This is an optimization exercise on Yosys and OpenROAD, whose aim is small area, a short achievable clock period and few clock cycles, not a production implementation. Only simulation tests tie the RTL to the original design; equivalence was not proved.

### flow/config.mk
export PLATFORM = sky130hd
export DESIGN_NAME = trialign_top
export DESIGN_NICKNAME = trialign_top
export VERILOG_FILES = /design/flow/design.v
export SDC_FILE = /design/flow/constraint.sdc
export NUM_CORES = 4
export LEC_CHECK = 0
export CAP_MARGIN = 40
export CORE_MARGIN = 2
export CORE_UTILIZATION = 30
export PLACE_DENSITY = 0.4
export SLEW_MARGIN = 40
### flow/constraint.sdc
create_clock -name core_clock -period 24.0 [get_ports {CLK}]
set_input_delay 4.8000 -clock core_clock [delete_from_list [all_inputs] [get_ports {CLK}]]
set_output_delay 4.8000 -clock core_clock [all_outputs]
set_load 0.01 [all_outputs]
### flow/design.v
package trialign_pkg;
  localparam int LEN_A_MAX  = 64;
  localparam int LEN_BC_MAX = 8;
  localparam int SYM_BITS     = 4;
  localparam int SCORE_BITS   = 12;
  localparam int A_ADDR_BITS  = 6;
  localparam int BC_ADDR_BITS = 3;
  localparam int LEN_A_BITS   = 7;
  localparam int LEN_BC_BITS  = 4;
  localparam int E_BITS = 6;
  localparam int E_BASE = 6;
  localparam int NCOL   = LEN_BC_MAX + 1;
endpackage
`timescale 1ns/1ns
import trialign_pkg::*;
module seq_fetch (
  input  logic                                  CLK,
  input  logic                                  load0_i,
  input  logic                                  load_i,
  input  logic [trialign_pkg::BC_ADDR_BITS-1:0] idx_i,
  input  logic [trialign_pkg::SYM_BITS-1:0]     b_sym_i,
  input  logic [trialign_pkg::SYM_BITS-1:0]     c_sym_i,
  input  logic                                  swap_i,
  output logic [trialign_pkg::LEN_BC_MAX*trialign_pkg::SYM_BITS-1:0] b_o,
  output logic [trialign_pkg::LEN_BC_MAX*trialign_pkg::SYM_BITS-1:0] c_o,
  output logic [trialign_pkg::LEN_BC_MAX*trialign_pkg::SYM_BITS-1:0] row_o
);
  logic [SYM_BITS-1:0] b_regs [LEN_BC_MAX];
  logic [SYM_BITS-1:0] c_regs [LEN_BC_MAX];
  always_ff @(posedge CLK) begin
    if (load0_i) begin
      b_regs[0] <= b_sym_i;
      c_regs[0] <= c_sym_i;
    end
    if (load_i) begin
      b_regs[idx_i] <= b_sym_i;
      c_regs[idx_i] <= c_sym_i;
    end
  end
  always_comb begin
    for (int n = 0; n < LEN_BC_MAX; n++) begin
      b_o[n*SYM_BITS +: SYM_BITS]   = b_regs[n];
      c_o[n*SYM_BITS +: SYM_BITS]   = c_regs[n];
      row_o[n*SYM_BITS +: SYM_BITS] = swap_i ? c_regs[n] : b_regs[n];
    end
  end
endmodule
`timescale 1ns/1ns
import trialign_pkg::*;
module plane_store (
  input  logic                                  CLK,
  input  logic                                  fp_i,      
  input  logic                                  fr_i,      
  input  logic                                  ar_i,      
  input  logic [trialign_pkg::SYM_BITS-1:0]     a_i,       
  input  logic [trialign_pkg::SYM_BITS-1:0]     r_i,       
  input  logic [2:0]                            lm1_i,     
  input  logic                                  l2_i,      
  input  logic [2:0]                            lm1_nx_i,
  input  logic                                  br_i,      
  input  logic [trialign_pkg::SYM_BITS-1:0]     b_i,       
  input  logic                                  sw_i,      
  input  logic [trialign_pkg::LEN_BC_MAX*trialign_pkg::SYM_BITS-1:0] b_i_sym,
  input  logic [trialign_pkg::LEN_BC_MAX*trialign_pkg::SYM_BITS-1:0] c_i_sym,
  output logic [trialign_pkg::NCOL*trialign_pkg::E_BITS-1:0] a_out_o,   
  output logic [trialign_pkg::NCOL*trialign_pkg::E_BITS-1:0] b_out_o    
);
  typedef logic [E_BITS-1:0]   e_t;
  typedef logic [SYM_BITS-1:0] s_t;
  localparam int NB = LEN_BC_MAX - 1;    
  logic       fp   [NCOL];
  logic       fr   [NCOL+1];
  logic       sw   [NCOL+1];
  logic       ar   [NCOL];
  s_t         as   [NCOL];
  s_t         rs   [NCOL+1];
  logic [2:0] lm1  [NCOL];
  logic       l2   [NCOL];
  logic       br   [NCOL];
  s_t         bs   [NCOL];
  logic       fp_q  [1:NCOL-1];
  logic       fr_q  [1:NCOL];
  logic       sw_q  [1:NCOL];
  logic       ar_q  [1:NCOL-1];
  s_t         as_q  [1:NCOL-1];
  s_t         rs_q  [1:NCOL];
  logic [2:0] lm1_q [1:NCOL-1];
  logic       l2_q  [1:NCOL-1];
  logic       br_q  [1:NCOL-1];
  s_t         bs_q  [1:NCOL-1];
  logic       aca [1:NCOL-1];
  logic       rca [1:NCOL-1];
  logic       acb [1:NCOL-1];
  logic       rcb [1:NCOL-1];
  logic       aca_nx [1:NCOL-1];
  logic       rca_nx [1:NCOL-1];
  logic       acb_nx [1:NCOL-1];
  logic       rcb_nx [1:NCOL-1];
  logic [2:0] lm1_nx [NCOL];
  always_comb begin
    fp[0]  = fp_i;
    fr[0]  = fr_i;
    sw[0]  = sw_i;
    ar[0]  = ar_i;
    as[0]  = a_i;
    rs[0]  = r_i;
    lm1[0] = lm1_i;
    l2[0]  = l2_i;
    br[0]  = br_i;
    bs[0]  = b_i;
    lm1_nx[0] = lm1_nx_i;
    for (int k = 1; k < NCOL; k++) begin
      fp[k]  = fp_q[k];
      fr[k]  = fr_q[k];
      sw[k]  = sw_q[k];
      ar[k]  = ar_q[k];
      as[k]  = as_q[k];
      rs[k]  = rs_q[k];
      lm1[k] = lm1_q[k];
      l2[k]  = l2_q[k];
      br[k]  = br_q[k];
      bs[k]  = bs_q[k];
      lm1_nx[k] = lm1[k-1];
    end
    fr[NCOL] = fr_q[NCOL];
    sw[NCOL] = sw_q[NCOL];
    rs[NCOL] = rs_q[NCOL];
    for (int k = 1; k < NCOL; k++) begin
      s_t cola, colb;
      cola = sw[k-1] ? b_i_sym[(k-1)*SYM_BITS +: SYM_BITS] : c_i_sym[(k-1)*SYM_BITS +: SYM_BITS];
      colb = sw[k]   ? b_i_sym[(k-1)*SYM_BITS +: SYM_BITS] : c_i_sym[(k-1)*SYM_BITS +: SYM_BITS];
      aca_nx[k] = (as[k-1] == cola);
      rca_nx[k] = (rs[k-1] == cola);
      acb_nx[k] = (bs[k-1] == colb);
      rcb_nx[k] = (rs[k]   == colb);
    end
  end
  always_ff @(posedge CLK) begin
    for (int s = 1; s < NCOL; s++) begin
      fp_q[s]  <= fp[s-1];
      ar_q[s]  <= ar[s-1];
      as_q[s]  <= as[s-1];
      lm1_q[s] <= lm1[s-1];
      l2_q[s]  <= l2[s-1];
      br_q[s]  <= br[s-1];
      bs_q[s]  <= bs[s-1];
      aca[s]   <= aca_nx[s];
      rca[s]   <= rca_nx[s];
      acb[s]   <= acb_nx[s];
      rcb[s]   <= rcb_nx[s];
    end
    for (int s = 1; s <= NCOL; s++) begin
      fr_q[s] <= fr[s-1];
      sw_q[s] <= sw[s-1];
      rs_q[s] <= rs[s-1];
    end
  end
  e_t da1 [NCOL];           
  e_t da2 [NCOL];           
  e_t db  [NCOL][1:NB];     
  e_t rl  [NCOL];           
  e_t rl1 [NCOL];           
  e_t c0a [NCOL];           
  e_t c0b [NCOL];           
  e_t ea  [NCOL];
  e_t eb  [NCOL];
  e_t pa  [NCOL];
  e_t tap [NCOL];
  e_t ea0, eb0;
  always_comb begin
    for (int k = 0; k < NCOL; k++) begin
      if (fp[k])      pa[k] = e_t'(0);
      else if (l2[k]) pa[k] = db[k][1];
      else            pa[k] = rl[k];
    end
  end
  function automatic logic egt(input e_t x, input e_t y);
    logic g;
    g = 1'b0;
    for (int b = 0; b < E_BITS; b++) g = (x[b] & ~y[b]) | ((x[b] | ~y[b]) & g);
    egt = g;
  endfunction
  function automatic e_t col0(input logic first, input e_t p, input e_t rw,
                              input e_t pp, input logic eq);
    e_t c1, m;
    c1 = pp + e_t'(1) + e_t'(eq);
    m  = egt(p, rw) ? p : rw;
    col0 = first ? e_t'(E_BASE) : (egt(c1, m) ? c1 : m);
  endfunction
  assign ea0 = col0(fr[0], pa[0], fr[0] ? e_t'(0) : da1[0], fr[0] ? e_t'(0) : rl1[0], ar[0]);
  assign eb0 = col0(fr[1], da1[0], fr[1] ? e_t'(0) : db[0][1], fr[1] ? e_t'(0) : da2[0], br[0]);
  assign ea[0] = ea0;
  assign eb[0] = eb0;
  for (genvar k = 1; k < NCOL; k++) begin : g_col
    cell_score u_a (
      .c0_i    (c0a[k]),
      .pp_i    (fr[k] ? e_t'(0) : rl1[k]),
      .np_i    (rl1[k-1]),
      .nrw_i   (fr[k] ? e_t'(0) : da2[k-1]),
      .p_i     (pa[k]),
      .rw_i    (fr[k] ? e_t'(0) : da1[k]),
      .nl_i    (da1[k-1]),
      .eq_ar_i (ar[k]),
      .eq_ac_i (aca[k]),
      .eq_rc_i (rca[k]),
      .e_o     (ea[k])
    );
    cell_score u_b (
      .c0_i    (c0b[k]),
      .pp_i    (fr[k+1] ? e_t'(0) : da2[k]),
      .np_i    (da2[k-1]),
      .nrw_i   (fr[k+1] ? e_t'(0) : db[k-1][2]),
      .p_i     (da1[k]),
      .rw_i    (fr[k+1] ? e_t'(0) : db[k][1]),
      .nl_i    (db[k-1][1]),
      .eq_ar_i (br[k]),
      .eq_ac_i (acb[k]),
      .eq_rc_i (rcb[k]),
      .e_o     (eb[k])
    );
  end
  always_comb begin
    for (int k = 0; k < NCOL; k++) begin
      case (lm1_nx[k])
        3'd1:    tap[k] = db[k][1];
        3'd2:    tap[k] = db[k][2];
        3'd3:    tap[k] = db[k][3];
        3'd4:    tap[k] = db[k][4];
        3'd5:    tap[k] = db[k][5];
        3'd6:    tap[k] = db[k][6];
        default: tap[k] = db[k][7];
      endcase
    end
  end
  always_ff @(posedge CLK) begin
    for (int k = 0; k < NCOL; k++) begin
      da1[k] <= ea[k];
      da2[k] <= da1[k];
      db[k][1] <= eb[k];
      for (int m = 2; m <= NB; m++) db[k][m] <= db[k][m-1];
      rl[k]  <= tap[k];
      rl1[k] <= pa[k];
    end
    for (int k = 1; k < NCOL; k++) begin
      c0a[k] <= (fr[k-1] ? e_t'(0) : rl1[k-1]) + e_t'(3) + e_t'(ar[k-1])
                + e_t'(aca_nx[k]) + e_t'(rca_nx[k]);
      c0b[k] <= (fr[k] ? e_t'(0) : da2[k-1]) + e_t'(3) + e_t'(br[k-1])
                + e_t'(acb_nx[k]) + e_t'(rcb_nx[k]);
    end
  end
  always_comb begin
    for (int k = 0; k < NCOL; k++) begin
      a_out_o[k*E_BITS +: E_BITS] = da2[k];
      b_out_o[k*E_BITS +: E_BITS] = db[k][1];
    end
  end
endmodule
`timescale 1ns/1ns
import trialign_pkg::*;
module cell_score (
  input  logic [trialign_pkg::E_BITS-1:0] c0_i,    
  input  logic [trialign_pkg::E_BITS-1:0] pp_i,    
  input  logic [trialign_pkg::E_BITS-1:0] np_i,    
  input  logic [trialign_pkg::E_BITS-1:0] nrw_i,   
  input  logic [trialign_pkg::E_BITS-1:0] p_i,     
  input  logic [trialign_pkg::E_BITS-1:0] rw_i,    
  input  logic [trialign_pkg::E_BITS-1:0] nl_i,    
  input  logic                            eq_ar_i,
  input  logic                            eq_ac_i,
  input  logic                            eq_rc_i,
  output logic [trialign_pkg::E_BITS-1:0] e_o
);
  typedef logic [E_BITS-1:0] e_t;
  function automatic logic egt(input e_t x, input e_t y);
    logic g;
    g = 1'b0;
    for (int b = 0; b < E_BITS; b++) g = (x[b] & ~y[b]) | ((x[b] | ~y[b]) & g);
    egt = g;
  endfunction
  function automatic e_t emax(input e_t x, input e_t y);
    emax = egt(x, y) ? x : y;
  endfunction
  function automatic e_t inc12(input e_t x, input logic e);
    e_t r;
    logic c;
    c = ~e;
    r[0] = x[0] ^ c;
    c = e | (x[0] & c);
    for (int b = 1; b < E_BITS; b++) begin
      r[b] = x[b] ^ c;
      c = x[b] & c;
    end
    inc12 = r;
  endfunction
  e_t c1, c2, c3;
  assign c1 = inc12(pp_i, eq_ar_i);
  assign c2 = inc12(np_i, eq_ac_i);
  assign c3 = inc12(nrw_i, eq_rc_i);
  function automatic e_t amax3(input e_t x0, input e_t x1, input e_t x2);
    logic g01, g02, g12;
    g01 = egt(x0, x1);
    g02 = egt(x0, x2);
    g12 = egt(x1, x2);
    amax3 = ((g01 & g02) ? x0 : e_t'(0)) | ((~g01 & g12) ? x1 : e_t'(0)) |
            ((~g02 & ~g12) ? x2 : e_t'(0));
  endfunction
  function automatic e_t amax4(input e_t x0, input e_t x1, input e_t x2, input e_t x3);
    logic g01, g02, g03, g12, g13, g23;
    g01 = egt(x0, x1);
    g02 = egt(x0, x2);
    g03 = egt(x0, x3);
    g12 = egt(x1, x2);
    g13 = egt(x1, x3);
    g23 = egt(x2, x3);
    amax4 = ((g01 & g02 & g03) ? x0 : e_t'(0)) | ((~g01 & g12 & g13) ? x1 : e_t'(0)) |
            ((~g02 & ~g12 & g23) ? x2 : e_t'(0)) | ((~g03 & ~g13 & ~g23) ? x3 : e_t'(0));
  endfunction
  assign e_o = emax(amax3(p_i, rw_i, nl_i), amax4(c0_i, c1, c2, c3));
endmodule
`timescale 1ns/1ns
import trialign_pkg::*;
module trialign_top (
  input  logic                                       CLK,
  input  logic                                       rst,
  input  logic                                       start_i,
  input  logic [trialign_pkg::LEN_A_BITS-1:0]         len_a_i,
  input  logic [trialign_pkg::LEN_BC_BITS-1:0]        len_b_i,
  input  logic [trialign_pkg::LEN_BC_BITS-1:0]        len_c_i,
  input  logic [trialign_pkg::SYM_BITS-1:0]           a_sym_i,
  input  logic [trialign_pkg::SYM_BITS-1:0]           b_sym_i,
  input  logic [trialign_pkg::SYM_BITS-1:0]           c_sym_i,
  input  logic                                       score_ready_i,
  output logic [trialign_pkg::A_ADDR_BITS-1:0]        a_addr_o,
  output logic [trialign_pkg::BC_ADDR_BITS-1:0]       b_addr_o,
  output logic [trialign_pkg::BC_ADDR_BITS-1:0]       c_addr_o,
  output logic                                       busy_o,
  output logic signed [trialign_pkg::SCORE_BITS-1:0]  score_o,
  output logic                                       score_valid_o
);
  localparam int W = NCOL * E_BITS;
  typedef logic [E_BITS-1:0] e_t;
  localparam logic [1:0] S_IDLE = 2'd0;
  localparam logic [1:0] S_WAIT = 2'd1;
  localparam logic [1:0] S_RUN  = 2'd2;
  localparam logic [1:0] S_HOLD = 2'd3;
  logic [1:0]             state;
  logic [2:0]             ld_cnt;
  logic                   fresh;       
  logic [LEN_A_BITS-1:0]  la_q;
  logic [LEN_BC_BITS-1:0] lb_q;
  logic [LEN_BC_BITS-1:0] lc_q;
  logic                   swap_q;
  logic [2:0]             lm1_q;       
  logic                   l2_q;        
  logic [LEN_BC_BITS-1:0] lcol_q;      
  logic [9:0]             k_q;         
  logic [LEN_A_BITS-1:0]  pa_q;        
  logic [LEN_BC_BITS-1:0] j_q;
  logic [A_ADDR_BITS-1:0] a_addr_q;
  logic                   first_plane;
  logic                   first_row;
  logic [SYM_BITS-1:0]    a_t1;        
  logic [SYM_BITS-1:0]    a_cur;       
  logic [SYM_BITS-1:0]    b_cur;       
  logic [SYM_BITS-1:0]    rs_q;        
  logic                   eq_ar_q;
  logic                   eq_br_q;
  logic [SYM_BITS-1:0]    bs_q;        
  logic [3:0]             cap_cnt;     
  logic [LEN_BC_BITS-1:0] res_lcol;
  logic [9:0]             res_k;
  logic                   res_odd;     
  e_t                     res_e;
  logic                   pend;
  logic [LEN_BC_MAX*SYM_BITS-1:0] b_sym;
  logic [LEN_BC_MAX*SYM_BITS-1:0] c_sym;
  logic [LEN_BC_MAX*SYM_BITS-1:0] row_sym;
  logic [W-1:0] a_out, b_out;
  logic         start_ok, row_end, job_end, issue, slot_free, cap, quiet;
  logic [SYM_BITS-1:0] rs_next;
  e_t           cap_e, fin;
  assign start_ok  = start_i && !busy_o;
  assign row_end   = (j_q[2:0] == lm1_q + 3'd1) && (j_q != '0);
  assign job_end   = row_end && (pa_q + 7'd1 >= la_q);
  assign issue     = (state == S_RUN) && job_end;
  assign slot_free = !score_valid_o || score_ready_i;
  assign quiet     = !score_valid_o && !pend && ((ld_cnt == '0) || (ld_cnt == 3'd7));
  assign a_addr_o = a_addr_q;
  assign b_addr_o = ld_cnt;
  assign c_addr_o = ld_cnt;
  seq_fetch u_fetch (
    .CLK     (CLK),
    .load0_i (!busy_o),
    .load_i  (ld_cnt != '0),
    .idx_i   (ld_cnt),
    .b_sym_i (b_sym_i),
    .c_sym_i (c_sym_i),
    .swap_i  (swap_q),
    .b_o     (b_sym),
    .c_o     (c_sym),
    .row_o   (row_sym)
  );
  plane_store u_array (
    .CLK      (CLK),
    .fp_i     (first_plane),
    .fr_i     (first_row),
    .ar_i     (eq_ar_q),
    .a_i      (a_cur),
    .r_i      (rs_q),
    .lm1_i    (lm1_q),
    .l2_i     (l2_q),
    .lm1_nx_i (lm1_q),
    .br_i     (eq_br_q),
    .b_i      (bs_q),
    .sw_i     (swap_q),
    .b_i_sym  (b_sym),
    .c_i_sym  (c_sym),
    .a_out_o  (a_out),
    .b_out_o  (b_out)
  );
  assign rs_next = row_sym[j_q[2:0]*SYM_BITS +: SYM_BITS];
  always_ff @(posedge CLK) begin
    if (start_ok) begin
      la_q   <= len_a_i;
      lb_q   <= len_b_i;
      lc_q   <= len_c_i;
      swap_q <= (len_c_i < len_b_i);
    end
    if (fresh) begin
      lm1_q  <= swap_q ? 3'(lc_q - 4'd1) : 3'(lb_q - 4'd1);
      l2_q   <= swap_q ? (lc_q == 4'd1) : (lb_q == 4'd1);
      lcol_q <= swap_q ? lb_q : lc_q;
      k_q    <= 10'd18 + {1'b0, la_q, 2'b00} + {4'b0, lb_q, 2'b00} + {4'b0, lc_q, 2'b00};
    end
    if (!busy_o) b_cur <= a_sym_i;
    rs_q    <= rs_next;
    eq_ar_q <= (a_cur == rs_next);
    eq_br_q <= (b_cur == rs_q);
    bs_q    <= b_cur;
    if (start_ok) begin
      pa_q        <= '0;
      j_q         <= '0;
      first_plane <= 1'b1;
      first_row   <= 1'b1;
    end else if (state == S_RUN) begin
      if (j_q == '0) a_t1 <= a_sym_i;
      if (row_end) begin
        j_q         <= '0;
        first_row   <= 1'b1;
        pa_q        <= pa_q + 7'd2;
        first_plane <= 1'b0;
        a_cur       <= a_t1;
        b_cur       <= a_sym_i;
      end else begin
        j_q       <= j_q + 1'b1;
        first_row <= 1'b0;
      end
    end
    if (issue) begin
      res_lcol <= lcol_q;
      res_k    <= k_q;
      res_odd  <= la_q[0];
    end
    if (cap) res_e <= cap_e;
    if ((cap || pend) && slot_free) begin
      score_o <= SCORE_BITS'(fin) + SCORE_BITS'({fin, 1'b0}) - SCORE_BITS'(res_k);
    end
  end
  assign cap   = (cap_cnt == 4'd1);
  assign cap_e = res_odd ? b_out[res_lcol*E_BITS +: E_BITS] : a_out[res_lcol*E_BITS +: E_BITS];
  assign fin   = pend ? res_e : cap_e;
  always_ff @(posedge CLK or posedge rst) begin
    if (rst) begin
      state         <= S_IDLE;
      ld_cnt        <= '0;
      fresh         <= 1'b0;
      a_addr_q      <= '0;
      busy_o        <= 1'b0;
      score_valid_o <= 1'b0;
      pend          <= 1'b0;
      cap_cnt       <= '0;
    end else begin
      fresh <= start_ok;
      if (ld_cnt != '0) ld_cnt <= ld_cnt + 1'b1;
      if (issue) cap_cnt <= lcol_q + 4'd2;
      else if (cap_cnt != '0) cap_cnt <= cap_cnt - 1'b1;
      if ((cap || pend) && slot_free) begin
        score_valid_o <= 1'b1;
        pend          <= 1'b0;
      end else begin
        if (score_ready_i) score_valid_o <= 1'b0;
        if (cap) pend <= 1'b1;
      end
      case (state)
        S_WAIT: begin
          if (cap_cnt == '0) state <= S_RUN;
        end
        S_RUN: begin
          if (job_end) begin
            if (quiet) begin
              state  <= S_IDLE;
              busy_o <= 1'b0;
            end else begin
              state <= S_HOLD;
            end
          end
        end
        S_HOLD: begin
          if (quiet) begin
            state  <= S_IDLE;
            busy_o <= 1'b0;
          end
        end
        default: ;
      endcase
      if ((state == S_RUN) && row_end) begin
        a_addr_q <= job_end ? '0 : A_ADDR_BITS'(pa_q + 7'd3);
      end else if (state == S_RUN) begin
        a_addr_q <= A_ADDR_BITS'(pa_q + 7'd2);
      end
      if (start_ok) begin
        a_addr_q <= A_ADDR_BITS'(1);
        state  <= ((cap_cnt != '0) && (len_a_i < 7'd8)) ? S_WAIT : S_RUN;
        busy_o <= 1'b1;
        ld_cnt <= 3'd1;
      end
    end
  end
endmodule
### flow/flow/run.sh
#!/bin/bash
# Layout: the standard flow, unchanged except that the port buffers are
# plain buffers (buf_2) instead of the delay cell buffer_ports picks itself.
set -euo pipefail
export BUFFER_PORTS_ARGS="-buffer_cell sky130_fd_sc_hd__buf_2"
bash standard.sh > standard.log 2>&1
### flow/standard.sh
#!/bin/bash
# synth_recipe.tcl (not shown) runs the flow's synth.tcl, then flattens the netlist and writes it again
# the make line also repeats each setting of config.mk as NAME=value (left out here)
make -C /OpenROAD-flow-scripts/flow DESIGN_CONFIG=/design/flow/config.mk WORK_HOME=/design/flow/orfs CLKGATE_MAP_FILE= SYNTH_SCRIPT=/design/flow/synth_recipe.tcl "${@:-finish}"
==> results of run 1 <==
==> cells in the mapped netlist, types with 32 or more instances <==
master and number:
a211oi_1 61, a21o_1 43, a21oi_1 346, a221o_1 46, a221oi_1 80, a222oi_1 110
a22o_1 45, a22oi_1 85, a31oi_1 52, and2_1 43, and3_1 32, clkbuf_1 205
dfxtp_1 906, edfxtp_1 134, fa_1 42, ha_1 348, inv_1 623, maj3_1 226
maj3_2 41, mux2i_1 197, mux4_2 49, nand2_1 564, nand2b_1 160, nand3_1 93
nor2_1 393, nor2b_1 267, nor3_1 102, nor4_1 40, o211ai_1 58, o21a_1 41
o21ai_0 310, o221ai_1 58, o22ai_1 92, o31ai_1 36, or3_1 49, xnor2_1 233
xor2_1 73
==> metal layers <==
layer  vias to the layer above  part of all wire [%]
met5                         -                 0.026
met3                       303                   4.2
met1                     24800                    47
met2                      1218                    47
met4                         8                   2.6
li1                      24700                     -
==> kinds of logic (layout without fill, tap and decap cells) <==
family	Yosys count	in the layout	share of synthesized area, %
simple gates	1866	1866	14.9
compound gates	1745	1745	20.0
flops	1059	1059	36.7
buf+inv	888	976	5.51
fa+ha+maj	657	657	12.8
xor+xnor	306	306	4.35
mux	280	280	5.65
other cells	0	4	0
==> area by class of cell <==
class | count | area (um^2)
Multi-Input combinational cell | 4854 | 35800
Clock buffer | 182 | 3750
Timing Repair Buffer | 104 | 664
Sequential cell | 1059 | 22600
Antenna cell | 4 | 10.0
Inverter | 636 | 2390
Tap cell | 2688 | 3360
Clock inverter | 54 | 807
Fill cell | 21100 | 135000
==> through the flow <==
step	hold slack (ns)
4_1_cts	0.340
6_report	0.342
3_5_place_dp	0.327
5_1_grt	0.346
2_1_floorplan	0.323
3_3_place_gp	0.329
==> worst min-delay path by stage <==
stage,start,to
2_1_floorplan,u_array.db[16][0]$_DFF_P_,u_array.db[17][0]$_DFF_P_
6_report,u_array.db[30][4]$_DFF_P_,u_array.db[31][4]$_DFF_P_
5_1_grt,u_array.db[30][4]$_DFF_P_,u_array.db[31][4]$_DFF_P_
3_5_place_dp,u_array.db[23][1]$_DFF_P_,u_array.db[24][1]$_DFF_P_
3_3_place_gp,u_array.db[18][4]$_DFF_P_,u_array.db[19][4]$_DFF_P_
4_1_cts,u_array.db[30][4]$_DFF_P_,u_array.db[31][4]$_DFF_P_
==> state kept, by name (all words and copies together) (netlist names), 9 cells and up <==
| signal | count |
|---|---|
| u_array.db | 378 |
| u_array.da1 | 54 |
| u_array.da2 | 54 |
| u_array.rl1 | 54 |
| u_array.rl | 54 |
| u_array.c0a | 48 |
| u_array.c0b | 48 |
| u_array.rs_q | 32 |
| u_fetch.b_regs | 32 |
| u_fetch.c_regs | 32 |
| u_array.as_q | 28 |
| u_array.bs_q | 28 |
| u_array.lm1_q | 21 |
| score_o | 11 |
| u_array.fr_q | 9 |
==> worst register-to-register path: cells and delay by family, from the launching register on <==
| kind | cells | cell delay [ns] |
|---|---|---|
| flip-flops | 1 | 0.30 |
| buffers and inverters | 4 | 0.94 |
| multiplexers | 1 | 0.35 |
| adder cells (fa/ha/maj) | 8 | 2.64 |
| AND/OR/NAND/NOR | 3 | 0.79 |
| AO/OA/AOI/OAI | 4 | 0.95 |
==> impl_metrics.csv, run 1 <==
group,metric,value,unit
critical_path,critPathLaunchType,"flip-flop",
outcome,status,"no timing/DRC/antenna violations",
yosys,synth_nets,7222,
critical_path,crit_fanout,5,
global_route,use_met2,32.3,%
yosys,ys.flop_type,"dfxtp_1",
floorplan,initial_core_util,30.2,%
min_path,hold_path.class,"flip-flop to flip-flop",
route,firstDrtPassIters,9,
clocking,cts_tree,"yes",
timing,clock.fmax,154,MHz
yosys,synth_edf_count,134,
yosys,netlist_area,61700,um^2
place,io_buffers,56,
yosys,ys_types,112,
finish,areaGrowthSynthToFinish,12.6,%
critical_path,ff2ff_path_depth,20,
clocking,numCtsBuffers,132,
clocking,clock-sinks,1059,
finish,drive_gt1_share,7.88,%
route,drt-initial-drc-count,3882,
run,cap_viol_max_count,0,
floorplan,fp-row-count,166,
yosys,synthArstFlopShare,1.79,%
timing,finalSetupTns,0,ns
global_route,grt_max_degree,46,
clocking,cts-resized-gates,0,
route,drc,0,
place,place_ws,17.45,ns
critical_path,crit_slowest_cell,"dfrtp_1",
floorplan,core_area,204000,um^2
critical_path,cp_slowest_stage_delay,0.64,ns
route,wl_per_cell,21.8,um
route,routed_via_density,5.33,
critical_path,crit_chain,"buf_2",
timing,rsz0062_at_grt,"false",
global_route,grt_overflow,0,
timing,drv_slew,0,
global_route,grt_pass1_wl,316000,um
yosys,ys_ff_latch,1059,
yosys,synth_area_leaders,"dfxtp_1, ha_1, edfxtp_1, inv_1, maj3_1",
clocking,root_buffer,"clkbuf_16",
finish,fin_nets,7208,
critical_path,cp_data_arrival_time,1.67,ns
yosys,netlist.area_leader.share,29.4,%
critical_path,path_delay_family,"flip-flops",
route,antenna_left,0,
finish,finalNonFillerCells,9581,
clocking,clk_pin_slew_worst_paths,0.06,ns
clocking,hold_buffers,0,
finish,utilization,34.0,%
critical_path,r2r-start,"u_array.fr_q[7]$_DFF_P_",
place,dpl_cell_area,64900,um^2
critical_path,reg2reg_to,"u_array.db[42][1]$_DFF_P_",
critical_path,cp-end-kind,"primary output",
timing,finalSetupViolations,0,
yosys,syn_area_per_cell,9.07,um^2
timing,period_needed,6.47,ns
timing,clock_skew,0.0306,ns
min_path,hold_depth,0,
yosys,yosysWarningCount,84,
floorplan,fp.dieArea,209000,um^2
critical_path,cp.required,19.20,ns
yosys,netlist_instances,6801,
finish,design_area,69500,um^2
clocking,cts_setup_buffers,0,
global_route,use_met1,26.3,%
global_route,gr-max-usage-layer,"met2",
critical_path,crit_start,"busy_o$_DFFE_PP0P_",
finish,mostFrequentLayoutCells,"dfxtp_1, inv_1, nand2_1",
place,gp_congestion,0.847,
timing,worst_slew_pin_slew,0.897,ns
route,via_count,51100,
place,dp_hpwl,159000,um
global_route,track_usage,19.4,%
yosys,synth_largest_area_cell,"dfxtp_1",
global_route,met3_usage,2.57,%
critical_path,reg2reg_setup_slack,17.94,ns
yosys,yosysSeqAreaShare,36.7,%
route,routed_wl,209000,um
timing,hold_violations,0,
global_route,antenna_found_initial,9,
timing,relSlewSlack,38.5,%
floorplan,die_width,457,um
floorplan,fp.dieH,457,um
critical_path,worst-path-stages,1,
timing,finalCritPeriodShare,27.0,%
critical_path,crit_type,"flip-flop to primary output",
clocking,clk_latency,0.80,ns
clocking,max-clock-path-buffers,3,
floorplan,io_pins,57,
timing,fin_ws,17.53,ns
critical_path,endpoint,"busy_o",
place,placedCellCount,9341,
finish,layout_commonest_cell,"dfxtp_1",
global_route,grt_pass1_vias,49800,
clocking,cts_max_level,4,
critical_path,worst-path-buf-inv,1,
Testbench counts, summed over its fixed seeds: cycles 13,796.
==> inputs of run 2 (changes only) <==
==> flow/run.sh (new file) <==
#!/bin/bash
# synth_recipe.tcl (not shown) runs the flow's synth.tcl, then flattens the netlist and writes it again
# the make line also repeats each setting of config.mk as NAME=value (left out here)
make -C /OpenROAD-flow-scripts/flow DESIGN_CONFIG=/design/flow/config.mk WORK_HOME=/design/flow/orfs CLKGATE_MAP_FILE= SYNTH_SCRIPT=/design/flow/synth_recipe.tcl finish
removed: flow/flow/run.sh
removed: flow/standard.sh
==> run 2 against run 1 <==
Net effect: global-route usage rose by 0.055 points; design area rose by 0.50%; critical path depth did not move; highest routed layer unchanged; register-to-register slack got worse by 0.05 ns; cell count barely moved; setup slack got worse by 0.40 ns; die area did not move; sequential share of layout area fell by 0.16 points; worst hold slack barely moved; clock skew rose by 0.0073 ns.
==> impl_metrics.csv, run 2 <==
group,metric,value,unit
route,antenna_left,0,
floorplan,initial_core_util,30.2,%
yosys,ys_types,112,
clocking,cts_setup_buffers,0,
clocking,clock-sinks,1059,
critical_path,cp.required,19.20,ns
place,place_ws,17.31,ns
timing,hold_violations,0,
finish,finalNonFillerCells,9586,
critical_path,path_delay_family,"buffers and inverters",
critical_path,crit_fanout,5,
clocking,clk_latency,0.79,ns
global_route,grt_pass1_wl,317000,um
finish,layout_commonest_cell,"dfxtp_1",
place,gp_congestion,0.862,
finish,mostFrequentLayoutCells,"dfxtp_1, inv_1, nand2_1",
global_route,grt_overflow,0,
route,drc,0,
timing,period_needed,6.87,ns
yosys,synth_nets,7222,
timing,clock.fmax,146,MHz
critical_path,r2r-start,"u_array.fr_q[8]$_DFF_P_",
yosys,synthSimpleGateAreaFrac,14.9,%
critical_path,crit_slowest_cell,"clkdlybuf4s50_1",
floorplan,io_pins,57,
finish,drive_gt1_share,7.16,%
yosys,netlist.area_leader.share,29.4,%
floorplan,core_area,204000,um^2
finish,fillers,21100,
yosys,yosysWarningCount,84,
timing,finalSetupViolations,0,
place,placedCellCount,9339,
yosys,yosysSeqAreaShare,36.7,%
timing,holdWs,0.342,ns
yosys,netlist_area,61700,um^2
yosys,synthArstFlopShare,1.79,%
clocking,cts-resized-gates,0,
min_path,hold_path.class,"flip-flop to flip-flop",
yosys,synth_edf_count,134,
timing,clock_skew,0.0379,ns
place,dpl_cell_area,65100,um^2
route,routed_wl,209000,um
critical_path,cp_data_arrival_time,2.07,ns
timing,relSlewSlack,43.4,%
global_route,grt_max_degree,41,
place,io_buffers,56,
floorplan,die_width,457,um
yosys,ys.flop_type,"dfxtp_1",
yosys,synthXorXnorAreaFrac,4.35,%
global_route,grt_pass1_vias,49800,
floorplan,fp.dieH,457,um
critical_path,crit_chain,"clkdlybuf4s50_1",
clocking,max-clock-path-buffers,3,
yosys,syn_area_per_cell,9.07,um^2
yosys,synth_top_family_by_area,"compound AO/OA/AOI/OAI gates",
place,dp_hpwl,160000,um
run,cap_viol_max_count,0,
clocking,root_buffer,"clkbuf_16",
critical_path,crit_type,"flip-flop to primary output",
finish,design_area,69800,um^2
timing,finalCritPeriodShare,28.6,%
yosys,synth_fa_ha_area_share,12.8,%
timing,fin_ws,17.13,ns
yosys,ys_ff_latch,1059,
finish,areaGrowthSynthToFinish,13.2,%
yosys,synth_compound_area_share,20.0,%
timing,worst_slew_pin_slew,0.826,ns
outcome,status,"no timing/DRC/antenna violations",
route,wl_per_cell,21.8,um
finish,largest_reg_flops,378,
critical_path,crit_start,"busy_o$_DFFE_PP0P_",
critical_path,worst-path-buf-inv,1,
critical_path,cp-end-kind,"primary output",
route,drt-initial-drc-count,3679,
floorplan,fp.dieArea,209000,um^2
route,firstDrtPassIters,10,
clocking,cts_tree,"yes",
clocking,hold_buffers,0,
critical_path,reg2reg_setup_slack,17.89,ns
critical_path,cp_slowest_stage_delay,0.65,ns
clocking,cts_max_level,4,
clocking,numCtsBuffers,132,
yosys,synth_area_leaders,"dfxtp_1, ha_1, edfxtp_1, inv_1, maj3_1",
critical_path,critPathLaunchType,"flip-flop",
global_route,track_usage,19.5,%
yosys,netlist_instances,6801,
finish,regMostFlops,"u_array.db",
route,via_count,50700,
global_route,antenna_found_initial,8,
finish,utilization,34.2,%
yosys,yosysMostFrequentCell,"dfxtp_1",
clocking,clk_pin_slew_worst_paths,0.06,ns
timing,drv_slew,0,
yosys,synth_top_cells_by_count,"dfxtp_1, inv_1, nand2_1",
route,routed_via_density,5.29,
timing,finalSetupTns,0,ns
timing,rsz0062_at_grt,"false",
finish,fin_nets,7208,
floorplan,fp-row-count,166,
min_path,min-delay-start,"u_array.db[50][4]$_DFF_P_",
yosys,synth_largest_area_cell,"dfxtp_1",
yosys,muxShareOfSynthArea,5.65,%
-- run 2: cell count changes in the layout (fill, tap and decap cells not counted), sizes merged --
cell | previous run | this run
bufinv | 10 | 13
diode | 4 | 3
clkinv | 31 | 44
buf | 104 | 46
clkinvlp | 9 | 5
clkdlybuf4s50 | 0 | 56
inv | 640 | 632
clkbuf | 182 | 186
-- run 2: logic make-up after synthesis --
kind of cell,count (synthesis)
DFF,1059
AOI/OAI and AO/OA,1745
xor gates and xnor gates,306
and+or+nand+nor,1866
muxes,280
adders and majority gates,657
buffers and inverters,888
-- run 2: per-layer routing --
metal | global-route usage (%) | part of all wire, % | up-vias
met5 | 0 | 0.013 | -
met4 | 5.01 | 2.2 | 4
met3 | 2.49 | 3.9 | 225
met2 | 32.5 | 47 | 1163
met1 | 26.4 | 47 | 24700
li1 | - | - | 24700
-- run 2: area by class of cell --
| class | instances | area, um^2 | share of cell area (%) |
|---|---|---|---|
| multi-input cells | 4854 | 35800 | 51.3 |
| flip-flops and latches | 1059 | 22600 | 32.4 |
| clock buffers | 184 | 3760 | 5.39 |
| well taps | 2688 | 3360 | 4.82 |
| inverters | 636 | 2390 | 3.42 |
| repair buffers | 104 | 920 | 1.32 |
| clock inverters | 58 | 897 | 1.29 |
| diodes | 3 | 7.51 | 0.0108 |
-- run 2: final timing paths --
| kind | end | depth (start not counted) |
|---|---|---|
| worst min-delay path | u_array.db[51][4]$_DFF_P_ | 0 |
| worst min register to register | u_array.db[51][4]$_DFF_P_ | 0 |
| min in group asynchronous | score_valid_o$_DFFE_PP0P_ | 2 |
| worst max register to register | u_array.da1[8][3]$_DFF_P_ | 23 |
| max in group asynchronous | a_addr_q[3]$_DFFE_PP0P_ | 2 |
| worst max-delay path | busy_o | 1 |
==> inputs of run 3 (changes only) <==
==> flow/flow/run.sh (new file) <==
#!/bin/bash
# Layout: the standard flow, except that the port buffers are plain
# buffers (buf_2) instead of the delay cell buffer_ports picks itself, and
# that timing repair aims for 18 ns of setup slack at the 24 ns clock, so
# that it sizes the logic for a shorter achieved period.
set -euo pipefail
export BUFFER_PORTS_ARGS="-buffer_cell sky130_fd_sc_hd__buf_2"
export SETUP_SLACK_MARGIN=18
bash standard.sh > standard.log 2>&1
==> flow/standard.sh (new file) <==
#!/bin/bash
# synth_recipe.tcl (not shown) runs the flow's synth.tcl, then flattens the netlist and writes it again
# the make line also repeats each setting of config.mk as NAME=value (left out here)
make -C /OpenROAD-flow-scripts/flow DESIGN_CONFIG=/design/flow/config.mk WORK_HOME=/design/flow/orfs CLKGATE_MAP_FILE= SYNTH_SCRIPT=/design/flow/synth_recipe.tcl "${@:-finish}"
removed: flow/run.sh
==> run 3 against run 2 <==
Net effect: worst hold slack lost 0.0037 ns; via count up 0.52%; still clean; cell count increased by 0.25%; non-clock buffer count rose by 27; critical path depth unchanged; critical endpoint unchanged; critical path type unchanged.
==> impl_metrics.csv, run 3 <==
group,metric,value,unit
place,dpl_cell_area,64900,um^2
clocking,root_buffer,"clkbuf_16",
finish,finalNonFillerCells,9610,
timing,hold_violations,0,
yosys,synth_top_cells_by_count,"dfxtp_1, inv_1, nand2_1",
timing,worst_slew_pin_slew,0.826,ns
yosys,netlist_instances,6801,
yosys,yosysWarningCount,84,
timing,drv_slew,0,
critical_path,crit_chain,"buf_6",
timing,rsz0062_at_grt,"true",
place,io_buffers,56,
yosys,yosysSeqAreaShare,36.7,%
critical_path,crit_fanout,2,
yosys,synth_area_leaders,"dfxtp_1, ha_1, edfxtp_1, inv_1, maj3_1",
yosys,ys_types,112,
yosys,netlist.area_leader.share,29.4,%
critical_path,worst-path-buf-inv,1,
yosys,ys.flop_type,"dfxtp_1",
yosys,synth_edf_count,134,
yosys,synthArstFlopShare,1.79,%
place,gp_congestion,0.859,
route,firstDrtPassIters,10,
global_route,grt_pass1_vias,49900,
finish,largest_reg_flops,378,
critical_path,r2r-start,"u_array.fr_q[7]$_DFF_P_",
route,drt-initial-drc-count,4045,
clocking,clk_pin_slew_worst_paths,0.05,ns
place,place_ws,17.37,ns
timing,finalSetupTns,0,ns
global_route,antenna_found_initial,5,
critical_path,path_delay_family,"flip-flops",
route,routed_wl,210000,um
floorplan,fp-row-count,166,
clocking,cts_tree,"yes",
finish,mostFrequentLayoutCells,"dfxtp_1, inv_1, nand2_1",
timing,clock.fmax,161,MHz
timing,finalSetupViolations,0,
finish,utilization,34.2,%
place,dp_hpwl,160000,um
global_route,track_usage,19.4,%
timing,clock_skew,0.0338,ns
yosys,synth_nets,7222,
clocking,clk_latency,0.79,ns
yosys,ys_ff_latch,1059,
critical_path,critPathLaunchType,"flip-flop",
floorplan,core_area,204000,um^2
finish,regMostFlops,"u_array.db",
route,routed_via_density,5.30,
timing,fin_ws,17.80,ns
clocking,clock-sinks,1059,
outcome,status,"no timing/DRC/antenna violations",
timing,period_needed,6.20,ns
clocking,cts_max_level,4,
place,placedCellCount,9346,
finish,fin_nets,7237,
finish,areaGrowthSynthToFinish,13.2,%
critical_path,crit_start,"busy_o$_DFFE_PP0P_",
route,drc,0,
run,cap_viol_max_count,0,
critical_path,cp.required,19.20,ns
finish,drive_gt1_share,8.75,%
global_route,grt_pass1_wl,316000,um
floorplan,die_width,457,um
route,via_count,51000,
floorplan,initial_core_util,30.2,%
route,antenna_left,0,
critical_path,crit_slowest_cell,"dfrtp_2",
route,wl_per_cell,21.8,um
floorplan,io_pins,57,
clocking,hold_buffers,0,
min_path,min-delay-start,"u_array.db[45][4]$_DFF_P_",
critical_path,crit_type,"flip-flop to primary output",
clocking,numCtsBuffers,134,
yosys,syn_area_per_cell,9.07,um^2
floorplan,fp.dieArea,209000,um^2
finish,layout_commonest_cell,"dfxtp_1",
critical_path,cp_slowest_stage_delay,0.48,ns
yosys,yosysMostFrequentCell,"dfxtp_1",
timing,relSlewSlack,44.9,%
global_route,grt_overflow,0,
global_route,grt_max_degree,46,
clocking,max-clock-path-buffers,3,
yosys,synth_largest_area_cell,"dfxtp_1",
floorplan,fp.dieH,457,um
min_path,hold_path.class,"flip-flop to flip-flop",
critical_path,cp_data_arrival_time,1.40,ns
critical_path,cp-end-kind,"primary output",
timing,finalCritPeriodShare,25.8,%
yosys,netlist_area,61700,um^2
finish,design_area,69800,um^2
[run 3: final timing paths]
check	endpoint	slack [ns]	depth (start not counted)
max in group asynchronous	busy_o$_DFFE_PP0P_	19.57	2
hold / removal	u_array.db[46][4]$_DFF_P_	0.34	0
setup / recovery	busy_o	17.80	1
hold reg to reg	u_array.db[46][4]$_DFF_P_	0.34	0
setup reg to reg	u_array.db[42][1]$_DFF_P_	18.26	19
min in group asynchronous	pend$_DFFE_PP0P_	4.04	2
[run 3: per-stage QoR]
stage	hold slack, ns
floorplan	0.323
global placement	0.328
detailed placement	0.330
CTS	0.331
global route	0.344
finish	0.339
[run 3: final cells by class]
class / instances / area (um^2)
multi-input combinational: 4854 / 35900
sequential: 1059 / 22700
clock buffer: 183 / 3830
tap: 2688 / 3360
fill: 21100 / 135000
antenna: 8 / 20.0
inverter: 636 / 2400
clock inverter: 51 / 683
timing repair buffer: 131 / 966
[run 3: timing repair]
item / CTS / global route
buffers inserted: 10 / 11
setup endpoints to repair: 31 / 68
pin swaps: 0 / 0
resized for setup: 23 / 26
[run 3: kinds of logic after synthesis]
logic type	Yosys count	share of synthesized area [%]
flip-flops	1059	36.7
XOR/XNOR	306	4.35
buffers and inverters	888	5.51
AO/OA/AOI/OAI	1745	20.0
AND/OR/NAND/NOR	1866	14.9
multiplexers	280	5.65
adder cells (fa/ha/maj)	657	12.8
[run 3: layer usage]
metal  global-route usage [%]  routed length (um)  share of wire, %  vias to the layer above
met2                     32.9               99700                48                     1202
met4                     4.98                4760               2.3                        0
met3                     2.54                8350               4.0                      263
met5                        0                   0                 0                        -
li1                         -                   -                 -                    24700
met1                     26.0               96800                46                    24800
==> inputs of run 4 (changes only) <==
--- a/flow/design.v
+++ b/flow/design.v
@@ -51,6 +51,8 @@
   input  logic                                  CLK,
   input  logic                                  fp_i,      
   input  logic                                  fr_i,      
+  input  logic                                  bl_i,      
+  input  logic                                  in_i,      
   input  logic                                  ar_i,      
   input  logic [trialign_pkg::SYM_BITS-1:0]     a_i,       
   input  logic [trialign_pkg::SYM_BITS-1:0]     r_i,       
@@ -67,9 +69,11 @@
 );
   typedef logic [E_BITS-1:0]   e_t;
   typedef logic [SYM_BITS-1:0] s_t;
-  localparam int NB = LEN_BC_MAX - 1;    
+  localparam int NB = LEN_BC_MAX - 2;    
   logic       fp   [NCOL];
   logic       fr   [NCOL+1];
+  logic       bl   [NCOL+1];
+  logic       in   [NCOL];
   logic       sw   [NCOL+1];
   logic       ar   [NCOL];
   s_t         as   [NCOL];
@@ -80,6 +84,8 @@
   s_t         bs   [NCOL];
   logic       fp_q  [1:NCOL-1];
   logic       fr_q  [1:NCOL];
+  logic       bl_q  [1:NCOL];
+  logic       in_q  [1:NCOL-1];
   logic       sw_q  [1:NCOL];
   logic       ar_q  [1:NCOL-1];
   s_t         as_q  [1:NCOL-1];
@@ -100,6 +106,8 @@
   always_comb begin
     fp[0]  = fp_i;
     fr[0]  = fr_i;
+    bl[0]  = bl_i;
+    in[0]  = in_i;
     sw[0]  = sw_i;
     ar[0]  = ar_i;
     as[0]  = a_i;
@@ -112,6 +120,8 @@
     for (int k = 1; k < NCOL; k++) begin
       fp[k]  = fp_q[k];
       fr[k]  = fr_q[k];
+      bl[k]  = bl_q[k];
+      in[k]  = in_q[k];
       sw[k]  = sw_q[k];
       ar[k]  = ar_q[k];
       as[k]  = as_q[k];
@@ -123,6 +133,7 @@
       lm1_nx[k] = lm1[k-1];
     end
     fr[NCOL] = fr_q[NCOL];
+    bl[NCOL] = bl_q[NCOL];
     sw[NCOL] = sw_q[NCOL];
     rs[NCOL] = rs_q[NCOL];
     for (int k = 1; k < NCOL; k++) begin
@@ -138,6 +149,7 @@
   always_ff @(posedge CLK) begin
     for (int s = 1; s < NCOL; s++) begin
       fp_q[s]  <= fp[s-1];
+      in_q[s]  <= in[s-1];
       ar_q[s]  <= ar[s-1];
       as_q[s]  <= as[s-1];
       lm1_q[s] <= lm1[s-1];
@@ -151,6 +163,7 @@
     end
     for (int s = 1; s <= NCOL; s++) begin
       fr_q[s] <= fr[s-1];
+      bl_q[s] <= bl[s-1];
       sw_q[s] <= sw[s-1];
       rs_q[s] <= rs[s-1];
     end
@@ -167,6 +180,18 @@
   e_t pa  [NCOL];
   e_t tap [NCOL];
   e_t ea0, eb0;
+  e_t za  [NCOL];           
+  e_t zb  [NCOL];           
+  e_t za_q [1:NCOL-1];
+  e_t zb_q [1:NCOL-1];
+  always_comb begin
+    za[0] = e_t'(E_BASE);
+    zb[0] = e_t'(E_BASE);
+    for (int k = 1; k < NCOL; k++) begin
+      za[k] = za_q[k];
+      zb[k] = zb_q[k];
+    end
+  end
   always_comb begin
     for (int k = 0; k < NCOL; k++) begin
       if (fp[k])      pa[k] = e_t'(0);
@@ -180,25 +205,31 @@
     for (int b = 0; b < E_BITS; b++) g = (x[b] & ~y[b]) | ((x[b] | ~y[b]) & g);
     egt = g;
   endfunction
-  function automatic e_t col0(input logic first, input e_t p, input e_t rw,
-                              input e_t pp, input logic eq);
+  function automatic e_t max3(input e_t p, input e_t rw, input e_t pp, input logic eq);
     e_t c1, m;
     c1 = pp + e_t'(1) + e_t'(eq);
     m  = egt(p, rw) ? p : rw;
-    col0 = first ? e_t'(E_BASE) : (egt(c1, m) ? c1 : m);
+    max3 = egt(c1, m) ? c1 : m;
   endfunction
-  assign ea0 = col0(fr[0], pa[0], fr[0] ? e_t'(0) : da1[0], fr[0] ? e_t'(0) : rl1[0], ar[0]);
-  assign eb0 = col0(fr[1], da1[0], fr[1] ? e_t'(0) : db[0][1], fr[1] ? e_t'(0) : da2[0], br[0]);
+  assign ea0 = max3(pa[0], fr[0] ? za[0] : da1[0],
+                    fr[0] ? (fp[0] ? e_t'(0) : zb[0]) : rl1[0], ar[0]);
+  assign eb0 = max3(da1[0], fr[1] ? zb[0] : db[0][1], fr[1] ? za[0] : da2[0], br[0]);
+  always_ff @(posedge CLK) begin
+    for (int k = 1; k < NCOL; k++) begin
+      if (bl[k]) za_q[k] <= in[k] ? e_t'(E_BASE) : max3(zb[k], za[k-1], zb[k-1], aca_nx[k]);
+      if (bl[k+1]) zb_q[k] <= max3(za[k], zb[k-1], za[k-1], acb_nx[k]);
+    end
+  end
   assign ea[0] = ea0;
   assign eb[0] = eb0;
   for (genvar k = 1; k < NCOL; k++) begin : g_col
     cell_score u_a (
       .c0_i    (c0a[k]),
-      .pp_i    (fr[k] ? e_t'(0) : rl1[k]),
+      .pp_i    (fr[k] ? (fp[k] ? e_t'(0) : zb[k]) : rl1[k]),
       .np_i    (rl1[k-1]),
-      .nrw_i   (fr[k] ? e_t'(0) : da2[k-1]),
+      .nrw_i   (fr[k] ? za[k-1] : da2[k-1]),
       .p_i     (pa[k]),
-      .rw_i    (fr[k] ? e_t'(0) : da1[k]),
+      .rw_i    (fr[k] ? za[k] : da1[k]),
       .nl_i    (da1[k-1]),
       .eq_ar_i (ar[k]),
       .eq_ac_i (aca[k]),
@@ -207,11 +238,11 @@
     );
     cell_score u_b (
       .c0_i    (c0b[k]),
-      .pp_i    (fr[k+1] ? e_t'(0) : da2[k]),
+      .pp_i    (fr[k+1] ? za[k] : da2[k]),
       .np_i    (da2[k-1]),
-      .nrw_i   (fr[k+1] ? e_t'(0) : db[k-1][2]),
+      .nrw_i   (fr[k+1] ? zb[k-1] : db[k-1][2]),
       .p_i     (da1[k]),
-      .rw_i    (fr[k+1] ? e_t'(0) : db[k][1]),
+      .rw_i    (fr[k+1] ? zb[k] : db[k][1]),
       .nl_i    (db[k-1][1]),
       .eq_ar_i (br[k]),
       .eq_ac_i (acb[k]),
@@ -227,8 +258,7 @@
         3'd3:    tap[k] = db[k][3];
         3'd4:    tap[k] = db[k][4];
         3'd5:    tap[k] = db[k][5];
-        3'd6:    tap[k] = db[k][6];
-        default: tap[k] = db[k][7];
+        default: tap[k] = db[k][6];
       endcase
     end
   end
@@ -242,9 +272,9 @@
       rl1[k] <= pa[k];
     end
     for (int k = 1; k < NCOL; k++) begin
-      c0a[k] <= (fr[k-1] ? e_t'(0) : rl1[k-1]) + e_t'(3) + e_t'(ar[k-1])
-                + e_t'(aca_nx[k]) + e_t'(rca_nx[k]);
-      c0b[k] <= (fr[k] ? e_t'(0) : da2[k-1]) + e_t'(3) + e_t'(br[k-1])
+      c0a[k] <= (fr[k-1] ? (fp[k-1] ? e_t'(0) : zb[k-1]) : rl1[k-1]) + e_t'(3)
+                + e_t'(ar[k-1]) + e_t'(aca_nx[k]) + e_t'(rca_nx[k]);
+      c0b[k] <= (fr[k] ? za[k-1] : da2[k-1]) + e_t'(3) + e_t'(br[k-1])
                 + e_t'(acb_nx[k]) + e_t'(rcb_nx[k]);
     end
   end
@@ -350,6 +380,9 @@
   logic [LEN_BC_BITS-1:0] lb_q;
   logic [LEN_BC_BITS-1:0] lc_q;
   logic                   swap_q;
+  logic [LEN_BC_BITS-1:0] lr_q;        
+  logic                   lr1_q;       
+  logic [LEN_BC_BITS-1:0] lp_q;        
   logic [2:0]             lm1_q;       
   logic                   l2_q;        
   logic [LEN_BC_BITS-1:0] lcol_q;      
@@ -362,11 +395,11 @@
   logic [SYM_BITS-1:0]    a_t1;        
   logic [SYM_BITS-1:0]    a_cur;       
   logic [SYM_BITS-1:0]    b_cur;       
-  logic [SYM_BITS-1:0]    rs_q;        
   logic                   eq_ar_q;
   logic                   eq_br_q;
   logic [SYM_BITS-1:0]    bs_q;        
   logic [3:0]             cap_cnt;     
+  logic                   iss_d;       
   logic [LEN_BC_BITS-1:0] res_lcol;
   logic [9:0]             res_k;
   logic                   res_odd;     
@@ -377,11 +410,11 @@
   logic [LEN_BC_MAX*SYM_BITS-1:0] row_sym;
   logic [W-1:0] a_out, b_out;
   logic         start_ok, row_end, job_end, issue, slot_free, cap, quiet;
-  logic [SYM_BITS-1:0] rs_next;
+  logic [SYM_BITS-1:0] rs_next, rs_cur;
   e_t           cap_e, fin;
   assign start_ok  = start_i && !busy_o;
-  assign row_end   = (j_q[2:0] == lm1_q + 3'd1) && (j_q != '0);
-  assign job_end   = row_end && (pa_q + 7'd1 >= la_q);
+  assign row_end   = !fresh && (j_q == lp_q);
+  assign job_end   = (fresh ? lr1_q : (j_q == lr_q)) && (pa_q + 7'd1 >= la_q);
   assign issue     = (state == S_RUN) && job_end;
   assign slot_free = !score_valid_o || score_ready_i;
   assign quiet     = !score_valid_o && !pend && ((ld_cnt == '0) || (ld_cnt == 3'd7));
@@ -404,9 +437,11 @@
     .CLK      (CLK),
     .fp_i     (first_plane),
     .fr_i     (first_row),
+    .bl_i     (((state == S_RUN) && row_end) || start_ok),
+    .in_i     (start_ok),
     .ar_i     (eq_ar_q),
     .a_i      (a_cur),
-    .r_i      (rs_q),
+    .r_i      (rs_cur),
     .lm1_i    (lm1_q),
     .l2_i     (l2_q),
     .lm1_nx_i (lm1_q),
@@ -418,34 +453,37 @@
     .a_out_o  (a_out),
     .b_out_o  (b_out)
   );
-  assign rs_next = row_sym[j_q[2:0]*SYM_BITS +: SYM_BITS];
+  assign rs_cur  = row_sym[3'(j_q - 4'd1)*SYM_BITS +: SYM_BITS];
+  assign rs_next = row_sym[(row_end ? 3'd0 : j_q[2:0])*SYM_BITS +: SYM_BITS];
   always_ff @(posedge CLK) begin
     if (start_ok) begin
       la_q   <= len_a_i;
       lb_q   <= len_b_i;
       lc_q   <= len_c_i;
       swap_q <= (len_c_i < len_b_i);
+      lr1_q  <= (len_b_i == 4'd1) || (len_c_i == 4'd1);
     end
     if (fresh) begin
-      lm1_q  <= swap_q ? 3'(lc_q - 4'd1) : 3'(lb_q - 4'd1);
-      l2_q   <= swap_q ? (lc_q == 4'd1) : (lb_q == 4'd1);
+      lr_q   <= swap_q ? lc_q : lb_q;
+      lp_q   <= (swap_q ? (lc_q < 4'd2) : (lb_q < 4'd2)) ? 4'd2 : (swap_q ? lc_q : lb_q);
+      lm1_q  <= (swap_q ? (lc_q < 4'd3) : (lb_q < 4'd3)) ? 3'd0 : 3'(swap_q ? lc_q - 4'd2 : lb_q - 4'd2);
+      l2_q   <= swap_q ? (lc_q < 4'd3) : (lb_q < 4'd3);
       lcol_q <= swap_q ? lb_q : lc_q;
       k_q    <= 10'd18 + {1'b0, la_q, 2'b00} + {4'b0, lb_q, 2'b00} + {4'b0, lc_q, 2'b00};
     end
     if (!busy_o) b_cur <= a_sym_i;
-    rs_q    <= rs_next;
-    eq_ar_q <= (a_cur == rs_next);
-    eq_br_q <= (b_cur == rs_q);
+    eq_ar_q <= ((row_end ? a_t1 : a_cur) == rs_next);
+    eq_br_q <= (b_cur == rs_cur);
     bs_q    <= b_cur;
     if (start_ok) begin
       pa_q        <= '0;
-      j_q         <= '0;
+      j_q         <= 4'd1;
       first_plane <= 1'b1;
       first_row   <= 1'b1;
     end else if (state == S_RUN) begin
-      if (j_q == '0) a_t1 <= a_sym_i;
+      if (first_row) a_t1 <= a_sym_i;
       if (row_end) begin
-        j_q         <= '0;
+        j_q         <= 4'd1;
         first_row   <= 1'b1;
         pa_q        <= pa_q + 7'd2;
         first_plane <= 1'b0;
@@ -456,7 +494,7 @@
         first_row <= 1'b0;
       end
     end
-    if (issue) begin
+    if (iss_d) begin
       res_lcol <= lcol_q;
       res_k    <= k_q;
       res_odd  <= la_q[0];
@@ -479,10 +517,12 @@
       score_valid_o <= 1'b0;
       pend          <= 1'b0;
       cap_cnt       <= '0;
+      iss_d         <= 1'b0;
     end else begin
       fresh <= start_ok;
       if (ld_cnt != '0) ld_cnt <= ld_cnt + 1'b1;
-      if (issue) cap_cnt <= lcol_q + 4'd2;
+      iss_d <= issue;
+      if (iss_d) cap_cnt <= lcol_q + 4'd1;
       else if (cap_cnt != '0) cap_cnt <= cap_cnt - 1'b1;
       if ((cap || pend) && slot_free) begin
         score_valid_o <= 1'b1;
@@ -493,7 +533,7 @@
       end
       case (state)
         S_WAIT: begin
-          if (cap_cnt == '0) state <= S_RUN;
+          if ((cap_cnt == '0) && !iss_d) state <= S_RUN;
         end
         S_RUN: begin
           if (job_end) begin
@@ -513,14 +553,16 @@
         end
         default: ;
       endcase
-      if ((state == S_RUN) && row_end) begin
-        a_addr_q <= job_end ? '0 : A_ADDR_BITS'(pa_q + 7'd3);
+      if (issue) begin
+        a_addr_q <= '0;
+      end else if ((state == S_RUN) && row_end) begin
+        a_addr_q <= A_ADDR_BITS'(pa_q + 7'd3);
       end else if (state == S_RUN) begin
         a_addr_q <= A_ADDR_BITS'(pa_q + 7'd2);
       end
       if (start_ok) begin
         a_addr_q <= A_ADDR_BITS'(1);
-        state  <= ((cap_cnt != '0) && (len_a_i < 7'd8)) ? S_WAIT : S_RUN;
+        state  <= (((cap_cnt != '0) || iss_d) && (len_a_i < 7'd8)) ? S_WAIT : S_RUN;
         busy_o <= 1'b1;
         ld_cnt <= 3'd1;
       end
==> flow/flow/run.sh (replaced) <==
#!/bin/bash
# Layout: the standard flow, except that the port buffers are plain
# buffers (buf_2) instead of the delay cell buffer_ports picks itself, and
# that timing repair aims for 19 ns of setup slack at the 24 ns clock, so
# that it sizes the logic for a shorter achieved period.
set -euo pipefail
export BUFFER_PORTS_ARGS="-buffer_cell sky130_fd_sc_hd__buf_2"
export SETUP_SLACK_MARGIN=19
bash standard.sh > standard.log 2>&1
==> run 4 against run 3 <==
Net effect: still clean on timing, DRC and antenna; setup slack got worse by 0.0084 ns; clock skew rose by 0.015 ns; area after synthesis rose by 17%; maximum frequency fell by 0.14%; non-clock buffer count rose by 304.
==> impl_metrics.csv, run 4 <==
group,metric,value,unit
timing,worst_slew_pin_slew,0.988,ns
route,drc,0,
finish,drive_gt1_share,19.0,%
timing,clock.fmax,161,MHz
global_route,antenna_found_initial,13,
timing,holdWs,0.322,ns
yosys,netlist.area_leader.share,23.9,%
yosys,yosysMostFrequentCell,"dfxtp_1",
place,place_ws,17.70,ns
critical_path,crit_start,"ld_cnt[1]$_DFFE_PP0P_",
critical_path,worst-path-buf-inv,1,
clocking,max-clock-path-buffers,3,
critical_path,worst-path-stages,1,
global_route,grt_max_degree,53,
timing,period_needed,6.21,ns
critical_path,critPathLaunchType,"flip-flop",
timing,fin_ws,17.79,ns
yosys,synth_nets,8444,
yosys,netlist_instances,8028,
global_route,grt_pass1_wl,409000,um
finish,regArea,25100,um^2
yosys,ys_types,113,
timing,drv_slew,0,
min_path,min-delay-start,"u_array.db[34][3]$_DFF_P_",
finish,regMostFlops,"u_array.db",
floorplan,io_pins,57,
yosys,synth_edf_count,239,
place,dp_hpwl,205000,um
place,gp_congestion,0.908,
clocking,clock-sinks,1124,
timing,clock_skew,0.0485,ns
route,via_count,63000,
timing,finalSetupViolations,0,
finish,areaGrowthSynthToFinish,21.2,%
floorplan,fp.dieArea,245000,um^2
critical_path,r2r-start,"u_array.fr_q[3]$_DFF_P_",
critical_path,cp_slowest_stage_delay,0.45,ns
critical_path,path_delay_family,"flip-flops",
global_route,grt_overflow,0,
place,dpl_cell_area,77000,um^2
yosys,synth_largest_area_cell,"dfxtp_1",
critical_path,crit_fanout,3,
critical_path,crit_chain,"buf_6",
timing,finalCritPeriodShare,25.9,%
floorplan,fp-row-count,180,
critical_path,cp.required,19.20,ns
outcome,status,"no timing/DRC/antenna violations",
clocking,hold_buffers,0,
yosys,ys.flop_type,"dfxtp_1",
min_path,hold_path.class,"flip-flop to flip-flop",
route,wl_per_cell,23.9,um
finish,largest_reg_flops,324,
timing,hold_violations,0,
clocking,root_buffer,"clkbuf_16",
floorplan,die_width,495,um
floorplan,fp.dieH,495,um
route,routed_via_density,5.44,
timing,finalSetupTns,0,ns
finish,fin_nets,8703,
global_route,track_usage,21.8,%
clocking,clk_pin_slew_worst_paths,0.06,ns
place,placedCellCount,11000,
yosys,yosysSeqAreaShare,34.5,%
critical_path,crit_slowest_cell,"dfrtp_2",
finish,fillers,24100,
finish,layout_commonest_cell,"dfxtp_1",
critical_path,cp_data_arrival_time,1.41,ns
yosys,netlist_area,72400,um^2
finish,multi_input_area,46900,um^2
run,cap_viol_max_count,0,
finish,mostFrequentLayoutCells,"dfxtp_1, inv_1, nand2_1",
critical_path,ff2ff_path_depth,23,
min_path,hold_depth,0,
yosys,synth_area_leaders,"dfxtp_1, edfxtp_1, ha_1, mux2i_1, inv_1",
yosys,yosysWarningCount,100,
finish,utilization,36.5,%
yosys,synth_top_cells_by_count,"dfxtp_1, inv_1, nand2_1",
route,routed_wl,277000,um
yosys,syn_area_per_cell,9.02,um^2
timing,rsz0062_at_grt,"true",
clocking,cts_max_level,4,
clocking,numCtsBuffers,142,
floorplan,initial_core_util,30.1,%
yosys,synthArstFlopShare,1.78,%
floorplan,core_area,240000,um^2
finish,finalNonFillerCells,11600,
place,io_buffers,56,
route,firstDrtPassIters,10,
route,antenna_left,0,
timing,relSlewSlack,33.4,%
finish,design_area,87800,um^2
clocking,cts_tree,"yes",
global_route,grt_pass1_vias,61400,
yosys,ys_ff_latch,1124,
clocking,clk_latency,0.82,ns
route,drt-initial-drc-count,5008,
critical_path,crit_type,"flip-flop to primary output",
critical_path,cp-end-kind,"primary output",
[run 4: changes by cell type after synthesis, moves of 44 or more]
cell	change
mux2_2	+88
a21oi_1	+54
inv_1	+153
mux2i_1	+206
or2_2	+44
edfxtp_1	+105
nand2b_1	+44
o22ai_1	+47
nor2_1	+92
xnor2_1	+62
[run 4: repair_timing]
action | in CTS | in global routing
buffers inserted | 155 | 124
gates cloned | 11 | 4
setup endpoints to repair | 114 | 139
resized for setup | 331 | 396
pin swaps | 143 | 217
[run 4: layer usage]
layer	track usage, %	vias up	wire, um
met2	36.9	1764	132000
met4	6.45	2	8670
met5	0	-	13
met1	28.9	30900	125000
met3	2.78	434	12300
li1	-	29900	-
[run 4: path summary, 6_finish.rpt]
check | endpoint | slack [ns]
setup / recovery | b_addr_o[1] | 17.79
hold / removal | u_array.db[35][3]$_DFF_P_ | 0.32
min in group asynchronous | cap_cnt[1]$_DFFE_PP0N_ | 4.01
max in group asynchronous | ld_cnt[0]$_DFFE_PP0P_ | 19.67
setup reg to reg | u_array.da1[3][2]$_DFF_P_ | 18.77
hold reg to reg | u_array.db[35][3]$_DFF_P_ | 0.32
[run 4: layout make-up]
class,count,area share (%)
diodes,4,0.0114
clock buffers,202,4.67
clock inverters,60,1.01
inverters,785,3.42
multi-input cells,5798,53.4
flip-flops and latches,1124,28.6
well taps,3185,4.54
repair buffers,435,4.36
repair inverters,1,0.00997
[run 4: cell families (layout without fill, tap and decap cells)]
kind of cell    Yosys count  in the layout  share of synthesized area (%)
simple gates           2096           2096                           14.4
flops                  1124           1124                           34.5
buf+inv                1107           1483                           5.89
compound gates         2073           2073                           20.1
xor+xnor                384            384                           4.64
fa+ha+maj               651            652                           10.8
mux                     593            593                           9.60
other cells               0              4                              0
Testbench counts of run 4, summed over its fixed seeds: cycles 11,251.

re-timing with driven ports:
Ports are ideal in the flow. The routed layouts listed here were re-timed in OpenROAD. Step 1 (the two cells are an assumption about what drives the block):
set clk [get_ports {CLK}]
set_driving_cell -lib_cell sky130_fd_sc_hd__clkbuf_16 $clk
set_driving_cell -lib_cell sky130_fd_sc_hd__buf_2 [delete_from_list [all_inputs] $clk]
Step 2 adds t to the input delays and takes it off the output delays; t is the mean of the earliest and latest rising clock arrival at the registers after step 1. Input paths then give back, and output paths get back, about the clock's delay inside the block. Slacks: ideal / step 1 / step 2; pairs: ideal / step 1.
| run | shift t [ns] | setup WS [ns] | clock arrival spread, ns |
|---|---|---|---|
| run 1 | 0.870 | 17.526 / 17.441 / 17.480 | 0.034 / 0.034 |
| run 2 | 0.857 | 17.128 / 17.039 / 17.319 | 0.047 / 0.047 |
| run 3 | 0.857 | 17.801 / 17.716 / 17.396 | 0.036 / 0.037 |
| run 4 | 0.886 | 17.793 / 17.706 / 18.223 | 0.049 / 0.050 |
After both steps setup and hold are still met in every run listed. The setup slack of run 3, which loses most, moves by -0.085 ns with the drivers and by -0.405 ns with both steps.
